From an optimization exercise on the open Yosys and OpenROAD flow, aimed at small area; shortcuts taken in it are not production practice.
Function was checked by simulation only, so behaviour that the tests miss may differ from the original.
Power and IR drop assume default switching activity.

Setup of old:
## rs_encode_line_adapter
module rs_encode_line_adapter #(
    parameter int DATA_W    = 64,
    parameter int RS_K_MAX  = 223,
    parameter int NUM_PAR   = 32,
    parameter int OUT_DEPTH = 4,
    localparam int DATA_BYTES = DATA_W / 8,
    localparam int CFG_W      = $clog2(RS_K_MAX + 1),
    localparam int PARITY_W   = 8 * NUM_PAR
) (
    input  logic                clk,
    input  logic                rst_n,
    input  logic [CFG_W-1:0]    cfg_k,
    input  logic                src_line_val,
    input  logic [DATA_W-1:0]   src_line,
    output logic                src_line_rdy,
    output logic                enc_start,
    output logic                enc_sym_val,
    output logic [7:0]          enc_sym,
    input  logic                enc_par_val,
    input  logic [7:0]          enc_par,
    output logic                dst_line_val,
    output logic [DATA_W-1:0]   dst_line,
    output logic [PARITY_W-1:0] dst_parity,
    output logic                dst_last,
    input  logic                dst_line_rdy,
    output logic                busy,
    output logic [1:0]          dbg_state
);
For scale: roughly 2800 cells after synthesis, about 420 I/O pins.
clock: 6.0 ns
lec_check: 0
cap_margin: 20
core_margin: 2
core_utilization: 75
place_density: 0.85
slew_margin: 20
synth_hierarchical: 1
buffer_ports_args: -buffer_cell sky130_fd_sc_hd__buf_1
cts_args: -sink_clustering_enable -repair_clock_nets -buf_list sky130_fd_sc_hd__clkbuf_8 -sink_clustering_size 18 -sink_clustering_max_diameter 60 -dont_use_dummy_load
standard.sh (not shown) runs the stock make flow with config.mk's settings and CLKGATE_MAP_FILE= SYNTH_SCRIPT=/design/flow/synth_recipe.tcl, a recipe that flattens the netlist after the stock synthesis.
==> flow/flow/run.sh <==
#!/bin/bash
# Standard ORFS layout with smaller port buffers and a leaner clock tree.
set -e
cat >> config.mk <<'MK'
export BUFFER_PORTS_ARGS = -buffer_cell sky130_fd_sc_hd__buf_1
export CTS_ARGS = -sink_clustering_enable -repair_clock_nets -buf_list sky130_fd_sc_hd__clkbuf_8 -sink_clustering_size 18 -sink_clustering_max_diameter 60 -dont_use_dummy_load
MK
bash standard.sh > standard.log 2>&1
--- input diff old..new ---
--- a/flow/design.v
+++ b/flow/design.v
@@ -118,26 +118,38 @@
         end else begin
             if (push) wr_oh  <= {wr_oh[OUT_DEPTH-2:0], wr_oh[OUT_DEPTH-1]};
             if (pop)  rd_oc  <= {rd_oc[OUT_DEPTH-2:0], rd_oc[OUT_DEPTH-1]};
             case ({push, pop})
                 2'b10:   count <= count + 1'b1;
                 2'b01:   count <= count - 1'b1;
                 default: count <= count;
             endcase
         end
     end
+    logic [OUT_DEPTH-1:0]  ld_line;
+    logic [DATA_W-1:0]     line_next [OUT_DEPTH];
+    logic [OUT_DEPTH-1:0]  last_next;
+    for (genvar i = 0; i < OUT_DEPTH; i++) begin : g_slot
+        assign ld_line[i] = accept && wr_oh[i];
+        rs_sel2oc #(.W(DATA_W)) u_line (
+            .oc_a(ld_line[i]), .a(mem_line[i]),
+            .oc_b(!ld_line[i]), .b(held_next),
+            .y(line_next[i]));
+        rs_sel2oc #(.W(1)) u_last (
+            .oc_a(ld_line[i]), .a(mem_last[i]),
+            .oc_b(!ld_line[i]), .b(next_is_last),
+            .y(last_next[i]));
+    end
     always_ff @(posedge clk) begin
         for (int i = 0; i < OUT_DEPTH; i++) begin
-            if (accept && wr_oh[i]) begin
-                mem_line[i] <= held_next;
-                mem_last[i] <= next_is_last;
-            end
+            mem_line[i] <= line_next[i];
+            mem_last[i] <= last_next[i];
         end
     end
     logic [NQ-1:0]         oc_q, oc_qlo;
     logic                  oc_hold, oc_col;
     logic [PARITY_W-1:0]   head_next;
     always_comb begin
         pop_last      = pop && dst_last;
         head_from_q   = pop_last && (n_par >= 3'd2);
         head_from_col = par_final && ((n_par == 3'd0) || (n_par == 3'd1 && pop_last));
         oc_hold       = head_from_q || head_from_col;
@@ -151,27 +163,37 @@
         if (b >= 8) begin : g_hi
             rs_sel4oc u_sel (.oc({oc_hold, oc_q}),
                              .d({par_head[b], par_q[2][b-8], par_q[1][b-8], par_q[0][b-8]}),
                              .y(head_next[b]));
         end else begin : g_lo
             rs_sel5oc u_sel (.oc({oc_col, oc_hold, oc_qlo}),
                              .d({enc_par[b], par_head[b], par_q[2][PARITY_W-8+b], par_q[1][PARITY_W-8+b], par_q[0][PARITY_W-8+b]}),
                              .y(head_next[b]));
         end
     end
-    always_ff @(posedge clk) begin
-        for (int i = 0; i < NQ; i++) begin
-            if (par_hit && !par_final && qw_oh[i])
-                par_q[i][PARITY_W-9:0] <= {par_q[i][PARITY_W-17:0], enc_par};
-            if (par_final && qw_oh[i])
-                par_q[i][PARITY_W-1 -: 8] <= enc_par;
-        end
+    logic [NQ-1:0]         ld_qsh, ld_qtop;
+    logic [PARITY_W-1:0]   q_next [NQ];
+    for (genvar i = 0; i < NQ; i++) begin : g_q
+        assign ld_qsh[i]  = par_hit && !par_final && qw_oh[i];
+        assign ld_qtop[i] = par_final && qw_oh[i];
+        rs_sel2oc #(.W(PARITY_W - 8)) u_sh (
+            .oc_a(ld_qsh[i]), .a(par_q[i][PARITY_W-9:0]),
+            .oc_b(!ld_qsh[i]), .b({par_q[i][PARITY_W-17:0], enc_par}),
+            .y(q_next[i][PARITY_W-9:0]));
+        rs_sel2oc #(.W(8)) u_top (
+            .oc_a(ld_qtop[i]), .a(par_q[i][PARITY_W-1 -: 8]),
+            .oc_b(!ld_qtop[i]), .b(enc_par),
+            .y(q_next[i][PARITY_W-1 -: 8]));
+    end
+    always_ff @(posedge clk) begin
+        for (int i = 0; i < NQ; i++)
+            par_q[i] <= q_next[i];
         par_head <= head_next;
     end
     always_ff @(posedge clk or negedge rst_n) begin
         if (!rst_n) begin
             qw_oh <= NQ'(1);
             qr_oh <= NQ'(1);
             n_par <= '0;
         end else begin
             if (par_final && !head_from_col) qw_oh <= {qw_oh[NQ-2:0], qw_oh[NQ-1]};
             if (head_from_q)                 qr_oh <= {qr_oh[NQ-2:0], qr_oh[NQ-1]};
@@ -213,10 +235,21 @@
 );
     assign y = &(oc | d);
 endmodule
 module rs_sel5oc (
     input  logic [4:0] oc,
     input  logic [4:0] d,
     output logic       y
 );
     assign y = &(oc | d);
 endmodule
+module rs_sel2oc #(
+    parameter int W = 1
+) (
+    input  logic         oc_a,
+    input  logic [W-1:0] a,
+    input  logic         oc_b,
+    input  logic [W-1:0] b,
+    output logic [W-1:0] y
+);
+    assign y = ({W{oc_a}} | a) & ({W{oc_b}} | b);
+endmodule
--- outcome ---
- NOTE cell row count old->new increased slightly
- Comparing new and old, the lower final critical-path required period is on new.
- Per-cell routed wire length sits lower in new than in old.
- Between new and old, maximum fanout along the worst path is lower for old, new comes in above that.
- Compared to old, the router laid down more metal wire for new.
- Going from old to new, the worst hold slack across all endpoints was found to have gone up by 32 ps.


The RTL this note starts from:
==> flow/design.v <==
module rs_encode_line_adapter #(
    parameter int DATA_W    = 64,
    parameter int RS_K_MAX  = 223,
    parameter int NUM_PAR   = 32,
    parameter int OUT_DEPTH = 4,
    localparam int DATA_BYTES = DATA_W / 8,
    localparam int CFG_W      = $clog2(RS_K_MAX + 1),
    localparam int PARITY_W   = 8 * NUM_PAR
) (
    input  logic                clk,
    input  logic                rst_n,
    input  logic [CFG_W-1:0]    cfg_k,
    input  logic                src_line_val,
    input  logic [DATA_W-1:0]   src_line,
    output logic                src_line_rdy,
    output logic                enc_start,
    output logic                enc_sym_val,
    output logic [7:0]          enc_sym,
    input  logic                enc_par_val,
    input  logic [7:0]          enc_par,
    output logic                dst_line_val,
    output logic [DATA_W-1:0]   dst_line,
    output logic [PARITY_W-1:0] dst_parity,
    output logic                dst_last,
    input  logic                dst_line_rdy,
    output logic                busy,
    output logic [1:0]          dbg_state
);
    localparam int BI_W  = $clog2(DATA_BYTES);
    localparam int PTR_W = $clog2(OUT_DEPTH);
    localparam int CNT_W = $clog2(OUT_DEPTH + 1);
    localparam logic [CFG_W-1:0] K_MAX = CFG_W'(RS_K_MAX);
    localparam logic [1:0] IDLE = 2'd0, SER = 2'd1, WAIT_PAR = 2'd2;
    logic [1:0]            state, state_nxt;
    logic                  blk_active;
    logic                  first_byte;
    logic                  last_line;
    logic                  init_done;
    logic [BI_W-1:0]       byte_idx;
    logic [CFG_W-1:0]      rem;
    logic [DATA_W-1:0]     mem_line [OUT_DEPTH];
    logic [PARITY_W-1:0]   mem_par  [OUT_DEPTH];
    logic [OUT_DEPTH-1:0]  mem_last;
    logic [OUT_DEPTH-1:0]  wr_oh, ser_oh;
    logic [OUT_DEPTH-1:0]  rd_oh;         
    logic [CNT_W-1:0]      count;
    logic [CFG_W-1:0]      k_new, rem_in;
    logic                  next_is_last, room, line_end, ser_done;
    logic                  par_hit, par_final, accept, push, pop;
    logic [DATA_W-1:0]     held_next;
    logic [DATA_W-1:0]     ser_line;
    always_comb begin
        state_nxt = state;
        k_new     = (cfg_k == '0 || cfg_k > K_MAX) ? K_MAX : cfg_k;
        case (state)
            IDLE:    rem_in = blk_active ? rem : k_new;
            SER:     rem_in = rem - 1'b1;
            default: rem_in = rem;
        endcase
        next_is_last = (32'(rem_in) <= DATA_BYTES);
        room = next_is_last ? (count < CNT_W'(OUT_DEPTH)) : (count < CNT_W'(OUT_DEPTH - 1));
        line_end  = (state == SER) && (byte_idx == BI_W'(DATA_BYTES - 1)) && !last_line;
        ser_done  = (state == SER) && last_line && (rem == CFG_W'(1));
        src_line_rdy = init_done && room && ((state == IDLE) || line_end);
        accept    = src_line_val && src_line_rdy;
        par_hit   = (state == WAIT_PAR) && enc_par_val;
        par_final = par_hit && (rem == CFG_W'(-(NUM_PAR - 1)));
        held_next = src_line;
        case (state)
            IDLE:     if (accept) state_nxt = SER;
            SER:      if (ser_done) state_nxt = WAIT_PAR;
                      else if (line_end && !accept) state_nxt = IDLE;
            WAIT_PAR: if (par_final) state_nxt = IDLE;
            default:  state_nxt = IDLE;
        endcase
    end
    always_ff @(posedge clk or negedge rst_n) begin
        if (!rst_n) state <= IDLE;
        else        state <= state_nxt;
    end
    always_ff @(posedge clk or negedge rst_n) begin
        if (!rst_n) begin
            blk_active <= 1'b0;
            init_done  <= 1'b0;
        end else begin
            init_done <= 1'b1;
            if (accept) blk_active <= 1'b1;
            if (par_final) blk_active <= 1'b0;
        end
    end
    always_ff @(posedge clk) begin
        if (state == SER || par_hit) rem <= rem - 1'b1;
        if (state == SER) begin
            byte_idx   <= byte_idx + 1'b1;
            first_byte <= 1'b0;
        end
        if (accept) begin
            byte_idx   <= '0;
            rem        <= rem_in;
            last_line  <= next_is_last;
            first_byte <= !blk_active;
        end
    end
    always_comb begin
        push = (accept && !next_is_last) || par_final;
        pop  = dst_line_val && dst_line_rdy;
    end
    always_ff @(posedge clk or negedge rst_n) begin
        if (!rst_n) begin
            rd_oh  <= OUT_DEPTH'(1);
            wr_oh  <= OUT_DEPTH'(1);
            count  <= '0;
        end else begin
            if (push) wr_oh  <= {wr_oh[OUT_DEPTH-2:0], wr_oh[OUT_DEPTH-1]};
            if (pop)  rd_oh  <= {rd_oh[OUT_DEPTH-2:0], rd_oh[OUT_DEPTH-1]};
            case ({push, pop})
                2'b10:   count <= count + 1'b1;
                2'b01:   count <= count - 1'b1;
                default: count <= count;
            endcase
        end
    end
    always_ff @(posedge clk) begin
        for (int i = 0; i < OUT_DEPTH; i++) begin
            if (accept && wr_oh[i]) begin
                mem_line[i] <= held_next;
                mem_last[i] <= next_is_last;
            end
            if (par_hit && wr_oh[i])
                mem_par[i] <= PARITY_W'({mem_par[i], enc_par});
        end
    end
    assign ser_oh = last_line ? wr_oh : {wr_oh[0], wr_oh[OUT_DEPTH-1:1]};
    always_comb begin
        ser_line = '0;
        for (int i = 0; i < OUT_DEPTH; i++)
            ser_line = ser_line | (mem_line[i] & {DATA_W{ser_oh[i]}});
    end
    assign dst_line_val = (count != '0);
    always_comb begin
        dst_line   = '0;
        dst_parity = '0;
        dst_last   = 1'b0;
        for (int i = 0; i < OUT_DEPTH; i++) begin
            dst_line   = dst_line   | (mem_line[i] & {DATA_W{rd_oh[i]}});
            dst_parity = dst_parity | (mem_par[i]  & {PARITY_W{rd_oh[i]}});
            dst_last   = dst_last   | (mem_last[i] & rd_oh[i]);
        end
    end
    assign enc_sym_val  = (state == SER);
    assign enc_start    = (state == SER) && first_byte;
    assign enc_sym      = ser_line[DATA_W-1-8*byte_idx -: 8];
    assign busy         = blk_active;
    assign dbg_state    = state;
endmodule
export LEC_CHECK = 0
export CAP_MARGIN = 20
export CORE_MARGIN = 2
export CORE_UTILIZATION = 75
export PLACE_DENSITY = 0.85
export SLEW_MARGIN = 20
export BUFFER_PORTS_ARGS = -buffer_cell sky130_fd_sc_hd__buf_1
export CTS_ARGS = -sink_clustering_enable -repair_clock_nets -buf_list sky130_fd_sc_hd__clkbuf_8 -sink_clustering_size 16 -sink_clustering_max_diameter 50 -dont_use_dummy_load
create_clock -name core_clock -period 6.0 [get_ports {clk}]
==> flow/flow/run.sh <==
#!/bin/bash
# Standard ORFS layout with smaller port buffers and a leaner clock tree.
set -e
cat >> config.mk <<'MK'
export BUFFER_PORTS_ARGS = -buffer_cell sky130_fd_sc_hd__buf_1
export CTS_ARGS = -sink_clustering_enable -repair_clock_nets -buf_list sky130_fd_sc_hd__clkbuf_8 -sink_clustering_size 16 -sink_clustering_max_diameter 50 -dont_use_dummy_load
MK
bash standard.sh > standard.log 2>&1
Change:
--- a/flow/design.v
+++ b/flow/design.v
@@ -38,9 +38,15 @@
     logic                  init_done;
     logic [BI_W-1:0]       byte_idx;
     logic [CFG_W-1:0]      rem;
     logic [DATA_W-1:0]     mem_line [OUT_DEPTH];
-    logic [PARITY_W-1:0]   mem_par  [OUT_DEPTH];
+    localparam int NQ = OUT_DEPTH - 1;
+    logic [PARITY_W-1:0]   par_q [NQ];    
+    logic [PARITY_W-1:0]   par_head;      
+    logic [NQ-1:0]         qw_oh, qr_oh;  
+    logic [2:0]            n_par;         
+    logic                  pop_last, head_from_q, head_from_col;
+    logic [PARITY_W-1:0]   q_head;
     logic [OUT_DEPTH-1:0]  mem_last;
     logic [OUT_DEPTH-1:0]  wr_oh, ser_oh;
     logic [OUT_DEPTH-1:0]  rd_oh;         
     logic [CNT_W-1:0]      count;
@@ -125,10 +131,41 @@
             if (accept && wr_oh[i]) begin
                 mem_line[i] <= held_next;
                 mem_last[i] <= next_is_last;
             end
-            if (par_hit && wr_oh[i])
-                mem_par[i] <= PARITY_W'({mem_par[i], enc_par});
+        end
+    end
+    always_comb begin
+        pop_last      = pop && dst_last;
+        head_from_q   = pop_last && (n_par >= 3'd2);
+        head_from_col = par_final && ((n_par == 3'd0) || (n_par == 3'd1 && pop_last));
+        q_head        = '0;
+        for (int i = 0; i < NQ; i++)
+            q_head = q_head | (par_q[i] & {PARITY_W{qr_oh[i]}});
+    end
+    always_ff @(posedge clk) begin
+        for (int i = 0; i < NQ; i++) begin
+            if (par_hit && !par_final && qw_oh[i])
+                par_q[i][PARITY_W-9:0] <= {par_q[i][PARITY_W-17:0], enc_par};
+            if (par_final && qw_oh[i])
+                par_q[i][PARITY_W-1 -: 8] <= enc_par;
+        end
+        if (head_from_q || head_from_col)
+            par_head <= {q_head[PARITY_W-9:0], head_from_q ? q_head[PARITY_W-1 -: 8] : enc_par};
+    end
+    always_ff @(posedge clk or negedge rst_n) begin
+        if (!rst_n) begin
+            qw_oh <= NQ'(1);
+            qr_oh <= NQ'(1);
+            n_par <= '0;
+        end else begin
+            if (par_final && !head_from_col) qw_oh <= {qw_oh[NQ-2:0], qw_oh[NQ-1]};
+            if (head_from_q)                 qr_oh <= {qr_oh[NQ-2:0], qr_oh[NQ-1]};
+            case ({par_final, pop_last})
+                2'b10:   n_par <= n_par + 1'b1;
+                2'b01:   n_par <= n_par - 1'b1;
+                default: n_par <= n_par;
+            endcase
         end
     end
     assign ser_oh = last_line ? wr_oh : {wr_oh[0], wr_oh[OUT_DEPTH-1:1]};
     always_comb begin
@@ -136,15 +173,14 @@
         for (int i = 0; i < OUT_DEPTH; i++)
             ser_line = ser_line | (mem_line[i] & {DATA_W{ser_oh[i]}});
     end
     assign dst_line_val = (count != '0);
+    assign dst_parity   = par_head;
     always_comb begin
         dst_line   = '0;
-        dst_parity = '0;
         dst_last   = 1'b0;
         for (int i = 0; i < OUT_DEPTH; i++) begin
             dst_line   = dst_line   | (mem_line[i] & {DATA_W{rd_oh[i]}});
-            dst_parity = dst_parity | (mem_par[i]  & {PARITY_W{rd_oh[i]}});
             dst_last   = dst_last   | (mem_last[i] & rd_oh[i]);
         end
     end
     assign enc_sym_val  = (state == SER);
Via count fell by 8.9%. Utilization is higher by 0.26 points. Cell area drops by 1.5%. Clock skew went down by 0.019 ns. Non-clock buffer count goes down by 2. Routed wire length decreases by 13%. Total power is lower by 24%. Register-to-register slack loses 0.29 ns. Maximum frequency is lower by 5.8%. Die area falls by 1.5%. Clock power is about the same. First-iteration DRC count rises by 4.1%. Worst setup slack is worse by 0.30 ns.

==> afterwards: timing with drivers on the ports <==
How much do the figures lean on ideal ports? The routed layouts below were timed once more, with nothing changed but the port constraints. Step 1, drivers: a clkbuf_16 drives clk and a buf_2 each remaining input, both assumed. Step 2 adds t to the input delays and takes it off the output delays; t is the mean of the earliest and latest rising clock arrival at the registers after step 1. Input paths then give back, and output paths get back, about the clock's delay inside the block. Slacks: no drivers / after step 1 / after step 2; pairs: no drivers / after step 1.
run	shift t [ns]	setup slack, ns	clock arrival spread, ns	slew at the worst register clock pin (ns)
old	0.750	0.819 / 0.763 / 0.950	0.054 / 0.055	0.11 / 0.11
new	0.770	0.981 / 0.919 / 1.224	0.036 / 0.036	0.11 / 0.11
the first run of note 2	0.773	1.003 / 0.940 / 1.416	0.097 / 0.097	0.10 / 0.10
the second run of note 2	0.775	0.698 / 0.631 / 1.265	0.076 / 0.076	0.11 / 0.11
After both steps every run listed still meets setup and hold.
